This is an optimization exercise on Yosys and OpenROAD, whose aim is small area, a short achievable clock period and few clock cycles, not a production implementation. Function was checked by simulation only, so behaviour that the tests miss may differ from the original. No activity file was given, so power comes from the tool's default toggle rates.

## attn_top
module attn_top (
    input  wire logic         I_CLK,
    input  wire logic         I_RST_N,
    input  wire logic         i_attn_start,
    input  wire logic         i_sa_vld,
    input  wire logic [127:0] i_sa_result,
    output logic              o_sa_start,
    output logic [127:0]      o_mat_1,
    output logic [127:0]      o_mat_2,
    output logic [127:0]      o_data_load,
    output logic              o_data_vld,
    output logic [127:0]      o_att_data,
    input  wire logic         i_bram_rd_vld,
    input  wire logic [127:0] i_bram_rd_mat,
    input  wire logic         i_bram_wr_done,
    output logic              o_rd_ena,
    output logic              o_wr_ena,
    output logic [1:0]        o_bram_sel_mat,
    output logic [0:0]        o_bram_sel_line,
    output logic [0:0]        o_bram_sel_col
);
    localparam int N_MEM = 36;
    localparam int N_SA  = 16;
    localparam logic [1:0] DST_A  = 2'd0;
    localparam logic [1:0] DST_B  = 2'd1;
  ...
For scale: about 2100 cells after synthesis, roughly 590 flip-flops, ~780 I/O pins, about 28000 um^2 of cells after synthesis.
clock: 4.0 ns
lec_check: 0
cap_margin: 20
core_margin: 2
core_utilization: 40
gpl_routability_driven: 0
setup_slack_margin: 2.0
slew_margin: 20
standard.sh (not shown) runs the stock make flow with config.mk's settings and CLKGATE_MAP_FILE= SYNTH_SCRIPT=/design/flow/synth_recipe.tcl, a recipe that flattens the netlist after the stock synthesis.
==> flow/flow/run.sh <==
#!/bin/bash
# Standard ORFS layout with these placement/CTS tweaks:
#  - port buffers use buf_2 (each port still gets its own buffer);
#  - after global placement, each output port's buffer is moved next to the
#    cell that drives it (outbuf_near.tcl), so the register drives a short
#    wire and the buffer drives the long one; detailed placement then
#    legalizes as usual;
#  - clock tree synthesis with ORFS's default arguments but without the
#    dummy loads it adds for balancing.
set -euo pipefail
export BUFFER_PORTS_ARGS="-buffer_cell sky130_fd_sc_hd__buf_2"
export POST_GLOBAL_PLACE_TCL="$PWD/flow/outbuf_near.tcl"
export CTS_ARGS="-sink_clustering_enable -repair_clock_nets -dont_use_dummy_load"
bash standard.sh > standard_flow.log 2>&1
==> flow/flow/outbuf_near.tcl <==
# Move each output port's buffer next to the cell that drives it, so the
# driving register sees a short wire and the buffer drives the long one.
set n 0
foreach bt [[ord::get_db_block] getBTerms] {
  if {[$bt getIoType] != "OUTPUT"} continue
  set net [$bt getNet]
  set buf ""
  foreach it [$net getITerms] { if {[$it isOutputSignal]} { set buf [$it getInst] } }
  if {$buf == ""} continue
  set drv ""
  foreach it [$buf getITerms] {
    if {[$it isInputSignal]} {
      set n2 [$it getNet]
      if {$n2 == "NULL"} continue
      foreach it2 [$n2 getITerms] { if {[$it2 isOutputSignal]} { set drv [$it2 getInst] } }
    }
  }
  if {$drv == ""} continue
  set loc [$drv getLocation]
  $buf setLocation [lindex $loc 0] [lindex $loc 1]
  incr n
}
puts "moved $n output buffers next to their drivers"
The baseline completed with no timing, DRC or antenna violations.
Testbench counts at the start, summed over its fixed seeds: cycles 8,704.
Next try:
==> flow/flow/run.sh (replaced) <==
#!/bin/bash
# Standard ORFS layout with two placement tweaks:
#  - port buffers use buf_2 (each port still gets its own buffer);
#  - after global placement, each output port's buffer is moved next to the
#    cell that drives it (outbuf_near.tcl), so the register drives a short
#    wire and the buffer drives the long one; detailed placement then
#    legalizes as usual.
set -euo pipefail
export BUFFER_PORTS_ARGS="-buffer_cell sky130_fd_sc_hd__buf_2"
export POST_GLOBAL_PLACE_TCL="$PWD/flow/outbuf_near.tcl"
bash standard.sh > standard_flow.log 2>&1
After rerunning: Clock-buffer cell count is higher by 18; power is higher by a few percent; utilization is higher by 1.3 points; final area is higher by a few percent; non-clock buffer count is higher by 27; die area is unchanged; global-route usage barely changes; worst setup slack barely changes; critical path depth is lower by 1; sequential share of layout area is lower by 1.1 points; combinational power stays flat.

========
attn_top, a different RTL version from the one above (not shown whole).
Size: about 2,600 cells after synthesis, about 600 flip-flops, ~780 I/O pins, about 29,000 sq um of cells after synthesis.
// attn_top
module attn_top (
    input  wire logic         I_CLK,
    input  wire logic         I_RST_N,
    input  wire logic         i_attn_start,
    input  wire logic         i_sa_vld,
    input  wire logic [127:0] i_sa_result,
    output logic              o_sa_start,
    output logic [127:0]      o_mat_1,
    output logic [127:0]      o_mat_2,
    output logic [127:0]      o_data_load,
    output logic              o_data_vld,
    output logic [127:0]      o_att_data,
    input  wire logic         i_bram_rd_vld,
    input  wire logic [127:0] i_bram_rd_mat,
    input  wire logic         i_bram_wr_done,
    output logic              o_rd_ena,
    output logic              o_wr_ena,
    output logic [1:0]        o_bram_sel_mat,
    output logic [0:0]        o_bram_sel_line,
    output logic [0:0]        o_bram_sel_col
);
==> flow/config.mk <==
export PLATFORM = sky130hd
export DESIGN_NAME = attn_top
export DESIGN_NICKNAME = attn_top
export VERILOG_FILES = /design/flow/design.v
export SDC_FILE = /design/flow/constraint.sdc
export NUM_CORES = 4
export LEC_CHECK = 0
export CAP_MARGIN = 20
export CORE_MARGIN = 2
export CORE_UTILIZATION = 40
export SETUP_SLACK_MARGIN = 2.0
export SLEW_MARGIN = 20
==> flow/constraint.sdc <==
create_clock -name core_clock -period 4.0 [get_ports {I_CLK}]
set_input_delay 0.8000 -clock core_clock [delete_from_list [all_inputs] [get_ports {I_CLK}]]
set_output_delay 0.8000 -clock core_clock [all_outputs]
set_load 0.01 [all_outputs]
==> flow/flow/run.sh <==
#!/bin/bash
# Standard ORFS layout; the only change is the cell used for the port
# buffers (buf_1 instead of the default pick), so each port still gets
# its own buffer.
set -euo pipefail
export BUFFER_PORTS_ARGS="-buffer_cell sky130_fd_sc_hd__buf_1"
bash standard.sh > standard_flow.log 2>&1
The first run finished clean.
Testbench counts at the start, summed over its fixed seeds: cycles 8,448.
Then changed:
==> flow/flow/run.sh (replaced) <==
#!/bin/bash
# Standard ORFS layout; the only change is the cell used for the port
# buffers (buf_2 instead of the default pick), so each port still gets
# its own buffer.
set -euo pipefail
export BUFFER_PORTS_ARGS="-buffer_cell sky130_fd_sc_hd__buf_2"
bash standard.sh > standard_flow.log 2>&1
Settings changed: CTS_CLUSTER_DIAMETER from default to 100, CTS_CLUSTER_SIZE from default to 30.
Effect:
- die area stays the same
- area after synthesis does not change
- cell count drops by 0.86%
- non-clock buffer count rose by 31
- clock power came out lower by 40%
- clock-buffer cell count falls by 60
- synthesized cell count is unchanged
Then changed:
Settings changed: CTS_CLUSTER_DIAMETER 100 to default, CTS_CLUSTER_SIZE 30 to default.
Count of clock-buffer cells in the layout is higher by 63.
Synthesized area does not change.
Final cell count went up by 1.5%.
Cell area grows by 2.4%.
Sequential power stays flat.
Wire length barely changes.

========
== alpha ==
attn_top, a different RTL version from the one above (not shown whole).
Size in the first run: ~600 flip-flops, ~780 I/O pins.
Settings: LEC_CHECK=0, CAP_MARGIN=20, CORE_MARGIN=2, CORE_UTILIZATION=40, SETUP_SLACK_MARGIN=2.1, SLEW_MARGIN=20; clock period 4.0 ns.
==> flow/flow/run.sh <==
#!/bin/bash
# Standard ORFS layout with two placement tweaks:
#  - port buffers use buf_2 (each port still gets its own buffer);
#  - after global placement, each output port's buffer is moved next to the
#    cell that drives it (outbuf_near.tcl), so the register drives a short
#    wire and the buffer drives the long one; detailed placement then
#    legalizes as usual.
set -euo pipefail
export BUFFER_PORTS_ARGS="-buffer_cell sky130_fd_sc_hd__buf_2"
export POST_GLOBAL_PLACE_TCL="$PWD/flow/outbuf_near.tcl"
bash standard.sh > standard_flow.log 2>&1
Scripts as last shown in full above: flow/flow/outbuf_near.tcl
alpha: flow completed, timing, DRC and antenna clean
Testbench counts of alpha, summed over its fixed seeds: cycles 8,704.
The following lists how beta was set up differently from alpha:
Settings: changing SETUP_SLACK_MARGIN from 2.1 to 2.0; changing CORE_UTILIZATION from 40 to 55; setting PLACE_DENSITY to 0.7 for the first time.
==> comparison <==
Compared with alpha, in beta switching power went down 0.43 mW; mux cell area share after synthesis essentially unchanged; total design power lower; total number of placement rows went down by 14; die footprint went down about 27%. Compared with alpha, beta shows a lower setup slack. beta vs alpha: power share of the sequential group up. w_q[109] as the source of the critical timing path was reported by alpha, and ld_a by beta.
### beta -> gamma
Settings: PLACE_DENSITY: 0.7 -> unset; CORE_UTILIZATION: 55 -> 40; SETUP_SLACK_MARGIN: 2.0 -> 1.9.
--- outcome ---
gamma completed end to end with timing, DRC and antenna clean. beta | status: complete | timing, DRC, antenna: pass. Going from beta to gamma, number of core rows picked up an extra 14, sequential share of layout area picked up an extra 0.32 points, starting density of the core lost 15 points. Compared with beta, gamma shows post-cts gate resize count lower by 25. The utilization after layout reported for gamma is smaller than that of beta by 20 points. Route | gamma vs beta | wire longer in gamma. The share of post-route cells with drive strength above 1 in gamma sits 1.3 points below the value recorded for beta.
Relative to gamma, the following input files were edited for delta:
Settings: SETUP_SLACK_MARGIN: 1.9 -> 2.0.
Notes after the runs:
- delta went all the way through synthesis, placement and routing and the layout is clean on timing, DRC and antenna.
- Against gamma, delta reports a post-detailed-placement half-perimeter wirelength that is lower.
- delta gives more worst reg-to-reg setup slack than gamma did.
- First-iteration DRC count (higher): delta

========
attn_top, a different RTL version from the one above (not shown whole).
Size in the first run: ~2200 cells after synthesis, about 600 flip-flops, roughly 780 I/O pins, roughly 29000 sq um of cells after synthesis.
export LEC_CHECK = 0
export CAP_MARGIN = 20
export CORE_MARGIN = 2
export CORE_UTILIZATION = 45
export GPL_ROUTABILITY_DRIVEN = 0
export SETUP_SLACK_MARGIN = 2.0
export SLEW_MARGIN = 20
create_clock -name core_clock -period 4.0 [get_ports {I_CLK}]
==> flow/flow/run.sh <==
#!/bin/bash
# Standard ORFS layout with these placement/CTS tweaks:
#  - port buffers use buf_2 (each port still gets its own buffer);
#  - after global placement, each output port's buffer is moved next to the
#    cell that drives it (outbuf_near.tcl), so the register drives a short
#    wire and the buffer drives the long one; detailed placement then
#    legalizes as usual;
#  - clock tree synthesis with ORFS's default arguments but without the
#    dummy loads it adds for balancing.
set -euo pipefail
export BUFFER_PORTS_ARGS="-buffer_cell sky130_fd_sc_hd__buf_2"
export POST_GLOBAL_PLACE_TCL="$PWD/flow/outbuf_near.tcl"
export CTS_ARGS="-sink_clustering_enable -repair_clock_nets -dont_use_dummy_load"
bash standard.sh > standard_flow.log 2>&1
Scripts as last shown in full above: flow/flow/outbuf_near.tcl
The baseline produced a clean layout.
Testbench counts at the start, summed over its fixed seeds: cycles 8,704.
Edit:
==> flow/flow/run.sh (replaced) <==
#!/bin/bash
# Standard ORFS layout with two placement tweaks:
#  - port buffers use buf_2 (each port still gets its own buffer);
#  - after global placement, each output port's buffer is moved next to the
#    cell that drives it (outbuf_near.tcl), so the register drives a short
#    wire and the buffer drives the long one; detailed placement then
#    legalizes as usual.
set -euo pipefail
export BUFFER_PORTS_ARGS="-buffer_cell sky130_fd_sc_hd__buf_2"
export POST_GLOBAL_PLACE_TCL="$PWD/flow/outbuf_near.tcl"
bash standard.sh > standard_flow.log 2>&1
- CORE_UTILIZATION: 45 -> 40
Effect: Setup slack improved by 0.0058 ns; area after synthesis is unchanged; first-iteration DRC count climbs by about 9%; non-clock buffer count climbs by 14; routed wire length climbs by 5.0%; synthesized cell count is unchanged; via count climbs by about 2%; power climbs by 3.3%.
Edit:
==> flow/flow/run.sh (replaced) <==
#!/bin/bash
# Standard ORFS layout with these placement/CTS tweaks:
#  - port buffers use buf_2 (each port still gets its own buffer);
#  - after global placement, each output port's buffer is moved next to the
#    cell that drives it (outbuf_near.tcl), so the register drives a short
#    wire and the buffer drives the long one; detailed placement then
#    legalizes as usual;
#  - clock tree synthesis with ORFS's default arguments but without the
#    dummy loads it adds for balancing.
set -euo pipefail
export BUFFER_PORTS_ARGS="-buffer_cell sky130_fd_sc_hd__buf_2"
export POST_GLOBAL_PLACE_TCL="$PWD/flow/outbuf_near.tcl"
export CTS_ARGS="-sink_clustering_enable -repair_clock_nets -dont_use_dummy_load"
bash standard.sh > standard_flow.log 2>&1
- CAP_MARGIN: 20 -> 10
- SLEW_MARGIN: 20 -> 10
Design area fell by 1.5%.
Via count barely changes.
Core utilization fell by 0.81 points.
Power fell by 2.7%.
First-iteration DRC count fell by 3.7%.
Worst setup slack is about the same.
Global-route usage is about the same.
Die area does not change.

==> what the ideal ports hide <==
No port has a modelled driver above. Below, the same layouts with a new extraction and two added sets of constraints. Step 1, drivers: a clkbuf_16 drives I_CLK and a buf_2 each remaining input, both assumed. Step 2, shift: input delay + t, output delay - t, t = (earliest + latest rising clock arrival at the registers) / 2. This alone moves slack from input paths to output paths. a / b / c = ideal / step 1 / step 2; a / b = the first two.
| run | t, ns | setup slack, ns | worst hold slack (ns) | worst setup path at the end | clock arrival spread, ns |
|---|---|---|---|---|---|
| the first run of note 1 | 0.649 | 1.975 / 1.913 / 1.413 | 0.361 / 0.345 / 0.432 | input to register | 0.064 / 0.064 |
| the second run of note 1 | 0.663 | 1.976 / 1.908 / 1.437 | 0.350 / 0.334 / 0.447 | input to register | 0.035 / 0.035 |
| the first run of note 2 | 0.657 | 1.782 / 1.766 / 1.364 | 0.322 / 0.275 / 0.419 | input to register | 0.039 / 0.038 |
| the second run of note 2 | 0.695 | 1.761 / 1.693 / 1.339 | 0.229 / 0.221 / 0.438 | input to register | 0.043 / 0.043 |
| the third run of note 2 | 0.665 | 1.847 / 1.779 / 1.333 | 0.274 / 0.269 / 0.438 | input to register | 0.033 / 0.033 |
| alpha | 0.666 | 2.011 / 1.944 / 1.499 | 0.218 / 0.189 / 0.439 | input to register | 0.030 / 0.030 |
| beta | 0.661 | 1.969 / 1.942 / 1.386 | 0.210 / 0.221 / 0.459 | input to register | 0.026 / 0.026 |
| gamma | 0.682 | 1.926 / 1.916 / 1.396 | 0.212 / 0.168 / 0.456 | input to register | 0.027 / 0.028 |
| delta | 0.671 | 1.988 / 1.936 / 1.457 | 0.291 / 0.245 / 0.436 | input to register | 0.028 / 0.028 |
| the first run of note 4 | 0.649 | 1.973 / 1.930 / 1.446 | 0.294 / 0.260 / 0.441 | input to register | 0.051 / 0.051 |
| the second run of note 4 | 0.661 | 1.979 / 1.913 / 1.383 | 0.296 / 0.256 / 0.435 | input to register | 0.041 / 0.041 |
| the third run of note 4 | 0.651 | 1.978 / 1.913 / 1.445 | 0.286 / 0.245 / 0.433 | input to register | 0.066 / 0.066 |
After both steps setup and hold are still met in every run listed. The setup slack of the second run of note 4, which loses most, moves by -0.066 ns with the drivers and by -0.596 ns with both steps.
